From an optimization exercise on the open Yosys and OpenROAD flow, aimed at small area, a short achievable clock period and few clock cycles; shortcuts taken in it are not production practice. Only simulation tests tie the RTL to the original design; equivalence was not proved.

==> flow/design.v (outline; a module is shown in full before it is edited, if it fits) <==
// module mme_mac: 5329 lines
// module mme_fa: 11 lines
// module matrix_multiply_engine_core: 287 lines
module matrix_multiply_engine_core
#(
    parameter int MAX_DIM = 8
)
(
    input  logic                                  clk,
    input  logic                                  rst_n,
    input  logic                                  psel,
    input  logic                                  penable,
    input  logic                                  pwrite,
    input  logic [mme_pkg::PADDR_W-1:0]           paddr,
    input  logic [mme_pkg::PDATA_W-1:0]           pwdata,
    output logic [mme_pkg::PDATA_W-1:0]           prdata,
    output logic                                  pready,
    input  logic                                  start,
    output logic                                  busy,
    input  logic [1:0]                            action,
    input  logic [mme_pkg::IDX_W-1:0]             row_index,
    input  logic [mme_pkg::IDX_W-1:0]             col_index,
    input  logic signed [mme_pkg::ELEM_W-1:0]     element_value,
    output logic                                  out_valid,
    output logic [mme_pkg::IDX_W-1:0]             out_row,
    output logic [mme_pkg::IDX_W-1:0]             out_col,
    output logic signed [mme_pkg::ACC_W-1:0]      product_value,
    output logic                                  last
);
  // ...
==> flow/run.sh <==
#!/bin/bash
# synth_recipe.tcl (not shown) runs the flow's synth.tcl, then flattens the netlist and writes it again
# the make line also repeats each setting of config.mk as NAME=value (left out here)
make -C /OpenROAD-flow-scripts/flow DESIGN_CONFIG=/design/flow/config.mk WORK_HOME=/design/flow/orfs CLKGATE_MAP_FILE= SYNTH_SCRIPT=/design/flow/synth_recipe.tcl finish
==> flow/config.mk <==
export PLATFORM = sky130hd
export DESIGN_NAME = matrix_multiply_engine_core
export DESIGN_NICKNAME = matrix_multiply_engine_core
export VERILOG_FILES = /design/flow/design.v
export SDC_FILE = /design/flow/constraint.sdc
export NUM_CORES = 4
export LEC_CHECK = 0
export ABC_CLOCK_PERIOD_IN_PS = 2500
export CAP_MARGIN = 20
export CELL_PAD_IN_SITES_DETAIL_PLACEMENT = 1
export CELL_PAD_IN_SITES_GLOBAL_PLACEMENT = 1
export CORE_MARGIN = 2
export CORE_UTILIZATION = 45
export CTS_CLUSTER_DIAMETER = 150
export CTS_CLUSTER_SIZE = 20
export PLACE_DENSITY = 0.6
export SETUP_SLACK_MARGIN = 5.0
export SLEW_MARGIN = 20
export SYNTH_HIERARCHICAL = 1
export SYNTH_MINIMUM_KEEP_SIZE = 0
==> flow/constraint.sdc <==
create_clock -name core_clock -period 8.0 [get_ports {clk}]
set_input_delay 1.6000 -clock core_clock [delete_from_list [all_inputs] [get_ports {clk}]]
set_output_delay 1.6000 -clock core_clock [all_outputs]
set_load 0.01 [all_outputs]
==> impl_metrics.env, run 1 <==
export IMPL_track_usage_pct=31.1
export IMPL_syn_cell_area_mm2=0.138
export IMPL_slowest_stage="fa_2"
export IMPL_finalCriticalPeriod_ns=3.13
export IMPL_maxCapViolCount=0
export IMPL_dieArea_mm2=0.312
export IMPL_insertion_delay_ns=0.91
export IMPL_synth_top_family_by_area="adder cells"
export IMPL_run_status="finished clean"
export IMPL_yosys_cell_count_top_type="edfxtp_1"
export IMPL_synth_xor_area_share_pct=7.52
export IMPL_core_area_mm2=0.306
export IMPL_io_pins=143
export IMPL_clk_path_buf_depth=4
export IMPL_drc=0
export IMPL_htreeDepth=4
export IMPL_drive_gt1_share_pct=12.5
export IMPL_critical_path_depth=5
export IMPL_netlist_top_cells_count="edfxtp_1, a22oi_1, fa_1"
export IMPL_hold_path_endpoint="l_reg[3]"
export IMPL_post_cts_resized=725
export IMPL_ys_warn_count=10
export IMPL_rsz0062_at_grt="true"
export IMPL_inv_count=22
export IMPL_synth_compound_area_share_pct=12.0
export IMPL_fin_worst_skew_ns=0.0525
export IMPL_dp_cells=13000
Testbench counts, summed over its fixed seeds: cycles 7,318.
==> module matrix_multiply_engine_core, before the edit <==
module matrix_multiply_engine_core
#(
    parameter int MAX_DIM = 8
)
(
    input  logic                                  clk,
    input  logic                                  rst_n,
    input  logic                                  psel,
    input  logic                                  penable,
    input  logic                                  pwrite,
    input  logic [mme_pkg::PADDR_W-1:0]           paddr,
    input  logic [mme_pkg::PDATA_W-1:0]           pwdata,
    output logic [mme_pkg::PDATA_W-1:0]           prdata,
    output logic                                  pready,
    input  logic                                  start,
    output logic                                  busy,
    input  logic [1:0]                            action,
    input  logic [mme_pkg::IDX_W-1:0]             row_index,
    input  logic [mme_pkg::IDX_W-1:0]             col_index,
    input  logic signed [mme_pkg::ELEM_W-1:0]     element_value,
    output logic                                  out_valid,
    output logic [mme_pkg::IDX_W-1:0]             out_row,
    output logic [mme_pkg::IDX_W-1:0]             out_col,
    output logic signed [mme_pkg::ACC_W-1:0]      product_value,
    output logic                                  last
);
    localparam int N  = mme_pkg::NDIM;
    localparam int EW = mme_pkg::ELEM_W;
    localparam int IW = mme_pkg::IDX_W;
    localparam int DW = mme_pkg::DIM_W;
    logic [DW-1:0] rows_m_reg, inner_k_reg, cols_n_reg;
    logic [DW-1:0] rows_m_nxt, inner_k_nxt, cols_n_nxt;
    logic [DW-1:0] rdata_nxt;
    logic [DW-1:0] rdata_reg;
    logic          cfg_wr;
    assign pready = 1'b1;
    assign cfg_wr = psel & penable & pwrite;
    always_comb
    begin
        rows_m_nxt  = rows_m_reg;
        inner_k_nxt = inner_k_reg;
        cols_n_nxt  = cols_n_reg;
        if (cfg_wr)
        begin
            case (paddr[3:2])
                2'd0:    rows_m_nxt  = pwdata[DW-1:0];
                2'd1:    inner_k_nxt = pwdata[DW-1:0];
                2'd2:    cols_n_nxt  = pwdata[DW-1:0];
                default: ;
            endcase
        end
        case (paddr[3:2])
            2'd0:    rdata_nxt = rows_m_nxt;
            2'd1:    rdata_nxt = inner_k_nxt;
            2'd2:    rdata_nxt = cols_n_nxt;
            default: rdata_nxt = '0;
        endcase
    end
    always_ff @(posedge clk or negedge rst_n)
    begin
        if (!rst_n)
        begin
            rows_m_reg  <= mme_pkg::DIM_RESET;
            inner_k_reg <= mme_pkg::DIM_RESET;
            cols_n_reg  <= mme_pkg::DIM_RESET;
            rdata_reg   <= '0;
        end
        else
        begin
            rows_m_reg  <= rows_m_nxt;
            inner_k_reg <= inner_k_nxt;
            cols_n_reg  <= cols_n_nxt;
            rdata_reg   <= rdata_nxt;
        end
    end
    assign prdata = {{(mme_pkg::PDATA_W-DW){1'b0}}, rdata_reg};
    function automatic logic [IW-1:0] dim_m1(input logic [DW-1:0] dim);
        logic [IW-1:0] r;
        if (dim == '0)
            r = '0;
        else if (dim[3])
            r = IW'(N - 1);
        else
            r = IW'(dim - DW'(1));
        dim_m1 = r;
    endfunction
    logic          busy_reg, busy_nxt;
    logic          issue_reg, issue_nxt;
    logic [IW-1:0] i_reg, i_nxt;
    logic [IW-1:0] j_reg, j_nxt;
    logic [N-1:0]  i_oh_reg, j_oh_reg;    
    logic [N-1:0]  kmask_reg;             
    logic [IW-1:0] mm1_reg, nm1_reg;
    logic [IW-1:0] mm1_eff, nm1_eff;
    logic          accept;
    logic          take_compute;
    logic          j_end, i_end;
    logic          spec_ok;
    assign accept       = start & ~busy_reg;
    assign mm1_eff      = dim_m1(rows_m_reg);
    assign nm1_eff      = dim_m1(cols_n_reg);
    assign take_compute = accept & (action == mme_pkg::ACT_COMPUTE);
    assign j_end        = (j_reg == nm1_reg);
    assign i_end        = (i_reg == mm1_reg);
    assign busy         = busy_reg;
    localparam int D = mme_pkg::MAC_LAT + 1;
    logic [D-1:0]  v_reg, l_reg;
    logic [IW-1:0] orow_reg, ocol_reg;    
    always_comb
    begin
        busy_nxt  = busy_reg;
        issue_nxt = issue_reg;
        i_nxt     = i_reg;
        j_nxt     = j_reg;
        if (take_compute)
        begin
            busy_nxt = 1'b1;
            if (!spec_ok)
            begin
                issue_nxt = 1'b1;
            end
            else if (nm1_eff != '0)
            begin
                issue_nxt = 1'b1;
                j_nxt     = IW'(1);
            end
            else if (mm1_eff != '0)
            begin
                issue_nxt = 1'b1;
                i_nxt     = IW'(1);
            end
        end
        else
        begin
            if (issue_reg)
            begin
                if (j_end)
                begin
                    j_nxt = '0;
                    if (i_end)
                    begin
                        issue_nxt = 1'b0;
                        i_nxt     = '0;
                    end
                    else
                    begin
                        i_nxt = i_reg + IW'(1);
                    end
                end
                else
                begin
                    j_nxt = j_reg + IW'(1);
                end
            end
            if (v_reg[D-1] & l_reg[D-1])
                busy_nxt = 1'b0;
        end
    end
    always_ff @(posedge clk or negedge rst_n)
    begin
        if (!rst_n)
        begin
            busy_reg  <= 1'b0;
            issue_reg <= 1'b0;
            i_reg     <= '0;
            j_reg     <= '0;
            i_oh_reg  <= N'(1);
            j_oh_reg  <= N'(1);
            kmask_reg <= '1;
            mm1_reg   <= '0;
            nm1_reg   <= '0;
            v_reg     <= '0;
        end
        else
        begin
            busy_reg  <= busy_nxt;
            issue_reg <= issue_nxt;
            i_reg     <= i_nxt;
            j_reg     <= j_nxt;
            i_oh_reg  <= N'(1) << i_nxt;
            j_oh_reg  <= N'(1) << j_nxt;
            if (!busy_nxt)
            begin
                for (int t = 0; t < N; t++)
                    kmask_reg[t] <= (IW'(t) <= dim_m1(inner_k_nxt));
            end
            if (take_compute)
            begin
                mm1_reg <= mm1_eff;
                nm1_reg <= nm1_eff;
            end
            v_reg <= {v_reg[D-2:0], (take_compute & spec_ok) | issue_reg};
        end
    end
    always_ff @(posedge clk)
    begin
        l_reg <= {l_reg[D-2:0], take_compute ? (spec_ok && mm1_eff == '0 && nm1_eff == '0)
                                             : (issue_reg & i_end & j_end)};
    end
    always_ff @(posedge clk)
    begin
        if (take_compute)
        begin
            orow_reg <= '0;
            ocol_reg <= '0;
        end
        else if (v_reg[D-1])
        begin
            if (ocol_reg == nm1_reg)
            begin
                ocol_reg <= '0;
                orow_reg <= orow_reg + IW'(1);
            end
            else
            begin
                ocol_reg <= ocol_reg + IW'(1);
            end
        end
    end
    logic          ld_v_reg;
    logic          ld_b_reg;
    logic [IW-1:0] ld_row_reg, ld_col_reg;
    logic [EW-1:0] ld_val_reg;
    logic [EW-1:0] a_mem [N][N];
    logic [EW-1:0] b_mem [N][N];
    always_ff @(posedge clk)
    begin
        ld_v_reg   <= accept & ~action[1];
        ld_b_reg   <= action[0];
        ld_row_reg <= row_index;
        ld_col_reg <= col_index;
        ld_val_reg <= element_value;
    end
    always_ff @(posedge clk)
    begin
        for (int r = 0; r < N; r++)
        begin
            for (int c = 0; c < N; c++)
            begin
                if (ld_v_reg && !ld_b_reg && ld_row_reg == IW'(r) && ld_col_reg == IW'(c))
                    a_mem[r][c] <= ld_val_reg;
                if (ld_v_reg && ld_b_reg && ld_row_reg == IW'(r) && ld_col_reg == IW'(c))
                    b_mem[r][c] <= ld_val_reg;
            end
        end
    end
    assign spec_ok = ~(ld_v_reg & (ld_b_reg ? (ld_col_reg == '0) : (ld_row_reg == '0)));
    logic [N*EW-1:0]  b_vec_reg;
    logic [N*EW/2-1:0] a_one_reg, a_two_reg, a_neg_reg;
    always_ff @(posedge clk)
    begin
        for (int t = 0; t < N; t++)
        begin
            logic [EW-1:0] av, bv;
            logic [EW:0]   ax;
            av = '0;
            bv = '0;
            for (int r = 0; r < N; r++)
            begin
                av = av | (a_mem[r][t] & {EW{i_oh_reg[r]}});
                bv = bv | (b_mem[t][r] & {EW{j_oh_reg[r]}});
            end
            ax = {av, 1'b0};
            for (int k = 0; k < EW/2; k++)
            begin
                a_one_reg[t*EW/2+k] <= kmask_reg[t] & (ax[2*k+1] ^ ax[2*k]);
                a_two_reg[t*EW/2+k] <= kmask_reg[t] & ((ax[2*k+2] & ~ax[2*k+1] & ~ax[2*k])
                                                     | (~ax[2*k+2] & ax[2*k+1] & ax[2*k]));
                a_neg_reg[t*EW/2+k] <= kmask_reg[t] & ax[2*k+2];
            end
            b_vec_reg[t*EW +: EW] <= bv;
        end
    end
    mme_mac u_mac
    (
        .clk   (clk),
        .a_one (a_one_reg),
        .a_two (a_two_reg),
        .a_neg (a_neg_reg),
        .b_vec (b_vec_reg),
        .sum   (product_value)
    );
    assign out_valid = v_reg[D-1];
    assign last      = l_reg[D-1];
    assign out_row   = orow_reg;
    assign out_col   = ocol_reg;
endmodule
==> run 2, diff against run 1 <==
--- a/flow/design.v
+++ b/flow/design.v
@@ -5422,16 +5422,18 @@
             rows_m_reg  <= mme_pkg::DIM_RESET;
             inner_k_reg <= mme_pkg::DIM_RESET;
             cols_n_reg  <= mme_pkg::DIM_RESET;
-            rdata_reg   <= '0;
         end
         else
         begin
             rows_m_reg  <= rows_m_nxt;
             inner_k_reg <= inner_k_nxt;
             cols_n_reg  <= cols_n_nxt;
-            rdata_reg   <= rdata_nxt;
         end
     end
+    always_ff @(posedge clk)
+    begin
+        rdata_reg <= rdata_nxt;
+    end
     assign prdata = {{(mme_pkg::PDATA_W-DW){1'b0}}, rdata_reg};
     function automatic logic [IW-1:0] dim_m1(input logic [DW-1:0] dim);
         logic [IW-1:0] r;
@@ -5526,8 +5528,6 @@
             i_oh_reg  <= N'(1);
             j_oh_reg  <= N'(1);
             kmask_reg <= '1;
-            mm1_reg   <= '0;
-            nm1_reg   <= '0;
             v_reg     <= '0;
         end
         else
@@ -5543,16 +5543,16 @@
                 for (int t = 0; t < N; t++)
                     kmask_reg[t] <= (IW'(t) <= dim_m1(inner_k_nxt));
             end
-            if (take_compute)
-            begin
-                mm1_reg <= mm1_eff;
-                nm1_reg <= nm1_eff;
-            end
             v_reg <= {v_reg[D-2:0], (take_compute & spec_ok) | issue_reg};
         end
     end
     always_ff @(posedge clk)
     begin
+        if (take_compute)
+        begin
+            mm1_reg <= mm1_eff;
+            nm1_reg <= nm1_eff;
+        end
         l_reg <= {l_reg[D-2:0], take_compute ? (spec_ok && mm1_eff == '0 && nm1_eff == '0)
                                              : (issue_reg & i_end & j_end)};
     end
==> impl_metrics.env, run 2 <==
export IMPL_cts_root_buf="clkbuf_16"
export IMPL_hold_path_endpoint="u_mac.r8_3677"
export IMPL_drive_gt1_share_pct=11.9
export IMPL_core_area_mm2=0.306
export IMPL_totalWireLength_um=498000
export IMPL_seq_area_frac_synth_pct=57.6
export IMPL_avgViaCountPerCell=6.32
export IMPL_yosysTopAreaCellShare_pct=44.6
export IMPL_setup_violations_final=0
export IMPL_io_pins=143
export IMPL_path_cells="fa_1, fa_2, fa_1, fa_2, fa_2"
export IMPL_worstPathRequired_ns=8.79
export IMPL_fmax_mhz=319
export IMPL_ys_warn_count=10
export IMPL_synth_lib_cells_used_distinct=84
export IMPL_grt_pass1_wl_um=692000
export IMPL_slowest_stage="fa_2"
export IMPL_final_core_util_pct=49.1
export IMPL_critPathMostFrequentCell="fa_2"
export IMPL_final_cells=13400
export IMPL_syn_cell_area_mm2=0.138
export IMPL_port_buffer_count=83
export IMPL_dieArea_mm2=0.312
export IMPL_r2r_end="u_mac.r8_3635"
export IMPL_cp_start_kind="flip-flop"
export IMPL_routabilityCongestion=0.951
export IMPL_die_y_um=558
export IMPL_hold_violations=0
export IMPL_htreeDepth=4
export IMPL_holdPathStages=0
export IMPL_r2r_slack_ns=4.87
export IMPL_grt_pass1_vias=86700
export IMPL_layout_commonest_cell="edfxtp_1"
export IMPL_gr_total_overflow=0
export IMPL_final_antenna_net_count=0
export IMPL_path_delay_family="adder cells"
export IMPL_synthArstFlopShare_pct=1.63
export IMPL_fin_setup_tns_ns=0
export IMPL_synthCells=9405
export IMPL_core_rowCount=203
export IMPL_finalCriticalPeriod_ns=3.13
export IMPL_dp_cells=13000
export IMPL_fin_worst_skew_ns=0.0836
export IMPL_r2r_cells=5
export IMPL_path_class="reg2reg"
export IMPL_cts_hold_buf=0
export IMPL_r2r_start="u_mac.r3_2753"
export IMPL_synth_edf_count=2054
export IMPL_setup_worst_path_end_class="flip-flop"
export IMPL_numCtsBuffers=169
export IMPL_clk_path_buf_depth=4
export IMPL_synth_top_family_by_area="adder cells"
export IMPL_run_status="finished clean"
export IMPL_area_growth_pct=8.52
export IMPL_synth_xor_area_share_pct=7.52
export IMPL_hp_class="reg2reg"
export IMPL_clkTransAtPathRegs_ns=0.09
export IMPL_start_util_pct=45.2
export IMPL_cp_max_fo=1
export IMPL_first_iter_violations=9921
export IMPL_drc=0
export IMPL_netlist_top_cells_count="edfxtp_1, a22oi_1, fa_1"
export IMPL_worstHoldStart="u_mac.r3_2999"
export IMPL_final_cell_mix="edfxtp_1, a22oi_1, xnor2_1, fa_1, dfxtp_1"
export IMPL_synth_top_area_cell="edfxtp_1"
export IMPL_crit_buf_inv=0
export IMPL_critPathArrivalTime_ns=3.92
export IMPL_slew_viol_final=0
export IMPL_cts_sinks=2936
export IMPL_drt_pass1_iterations=7
export IMPL_detail_route_wl_per_cell_um=37.2
export IMPL_yosys_area_share_simple_pct=3.76
export IMPL_synth_compound_area_share_pct=12.0
export IMPL_maxCapViolCount=0
export IMPL_synthMuxAreaShare_pct=0.164
export IMPL_worst_path_largest_cell_delay_ns=0.67
export IMPL_die_w_um=558
export IMPL_num_vias=84500
export IMPL_track_usage_pct=31.6
export IMPL_cts_tree="done"
export IMPL_synth_fa_ha_area_share_pct=16.4
export IMPL_avgSynthCellArea_um2=14.7
export IMPL_synth_seq_cells=2936
export IMPL_slew_headroom_pct=22.1
export IMPL_rsz0062_at_grt="true"
export IMPL_insertion_delay_ns=0.93
export IMPL_antenna_found_initial=36
export IMPL_whs_ns=0.339
export IMPL_final_nets=10400
export IMPL_tightest_slew_ns=1.17
export IMPL_synth_ff_type="edfxtp_1"
export IMPL_grt_max_degree=102
export IMPL_yosys_cell_count_top_type="edfxtp_1"
export IMPL_dp_hpwl_um=347000
export IMPL_period_share_pct=39.1
export IMPL_synth_area_leaders="edfxtp_1, fa_1, dfxtp_1"
==> run 2: cell types whose count changed after synthesis, sizes merged, moves of 8 or more <==
cell,delta
buf,-28
nor2,-8
dfrtp,-10
nand3,-8
clkbuf,+26
==> run 2: worst max-delay path by stage <==
stage | start | end | slack (ns) | cells after the start
floorplan | action[0] | i_oh_reg[3] | 5.07 | 6
global placement | action[0] | i_oh_reg[7] | 3.87 | 6
detailed placement | action[0] | i_oh_reg[7] | 3.80 | 6
CTS | busy_reg | busy | 4.82 | 1
global route | u_mac.r3_2766 | u_mac.r8_3635 | 4.81 | 5
finish | u_mac.r3_2753 | u_mac.r8_3635 | 4.87 | 5
==> run 2: stage by stage <==
stage / instance area, µm² / setup slack, ns
after floorplan: 138000 / 5.07
after global placement: 143000 / 3.87
after detailed placement: 143000 / 3.80
after CTS: 149000 / 4.82
after global routing: 150000 / 4.81
final: 150000 / 4.87
==> run 2: routing by layer <==
metal	GRT usage, %	up-vias	wire [µm]
met2	48.8	3896	225000
met1	45.0	45800	210000
met5	0	-	113
met4	8.32	16	14400
met3	7.33	659	47900
li1	-	34100	-
==> run 2: cells by family after synthesis <==
| logic type | count (synthesis) |
|---|---|
| DFF | 2936 |
| AOI/OAI and AO/OA | 2244 |
| xor gates and xnor gates | 1185 |
| adders and majority gates | 1150 |
| and+or+nand+nor | 969 |
| buffers and inverters | 897 |
| muxes | 21 |
| other | 3 |
==> run 2: area by class of cell <==
cell class                 count  area (µm²)
clock buffer                 275        4660
clock inverter                14         204
multi-input combinational   5606       56000
tap                         4100        5130
fill                       29400      156000
timing repair buffer         406        3460
inverter                      23        88.8
antenna                       11        27.5
sequential                  2936       80400
==> run 2: worst reg2reg max path: cells and delay by family (launching register included) <==
family,cells,cell delay [ns]
flip-flops,1,0.39
adder cells (fa/ha/maj),5,2.63
==> run 2: modules after synthesis, one instance, submodules excluded <==
module,times used,cells inside
matrix_multiply_engine_core,1,4790
mme_mac,1,3515
mme_fa,1100,1
==> run 2: what timing repair did <==
| action | 4_1_cts | 5_1_grt |
|---|---|---|
| buffers inserted | 23 | 21 |
| setup endpoints to repair | 531 | 237 |
| pin swaps | 49 | 56 |
| gates resized for setup | 631 | 170 |
| gates cloned | 0 | 0 |
Testbench counts of run 2, summed over its fixed seeds: cycles 7,318.

-- re-timing with driven ports --
Ports are ideal in the flow. The routed layouts listed here were re-timed in OpenROAD.
Step 1: set_driving_cell puts a clkbuf_16 on clk and a buf_2 on each other input, an assumption about the parent block.
Step 2, shift: input delay + t, output delay - t, t = (earliest + latest rising clock arrival at the registers) / 2. This alone moves slack from input paths to output paths.
Three values: ideal, step 1, step 2; two values: the first two.
run | shift t [ns] | slack for setup (ns) | worst setup path at the end | worst data-port slew with drivers (ns) | pins driven straight from the clock port
run 1 | 0.989 | 4.872 / 4.826 / 4.355 | input to register | 0.04 | 1
run 2 | 0.984 | 4.868 / 4.833 / 4.308 | input to register | 0.07 | 1
After both steps every run listed still meets setup and hold. For run 2, which loses most, drivers alone change the setup slack by -0.035 ns; drivers and shift together by -0.560 ns.
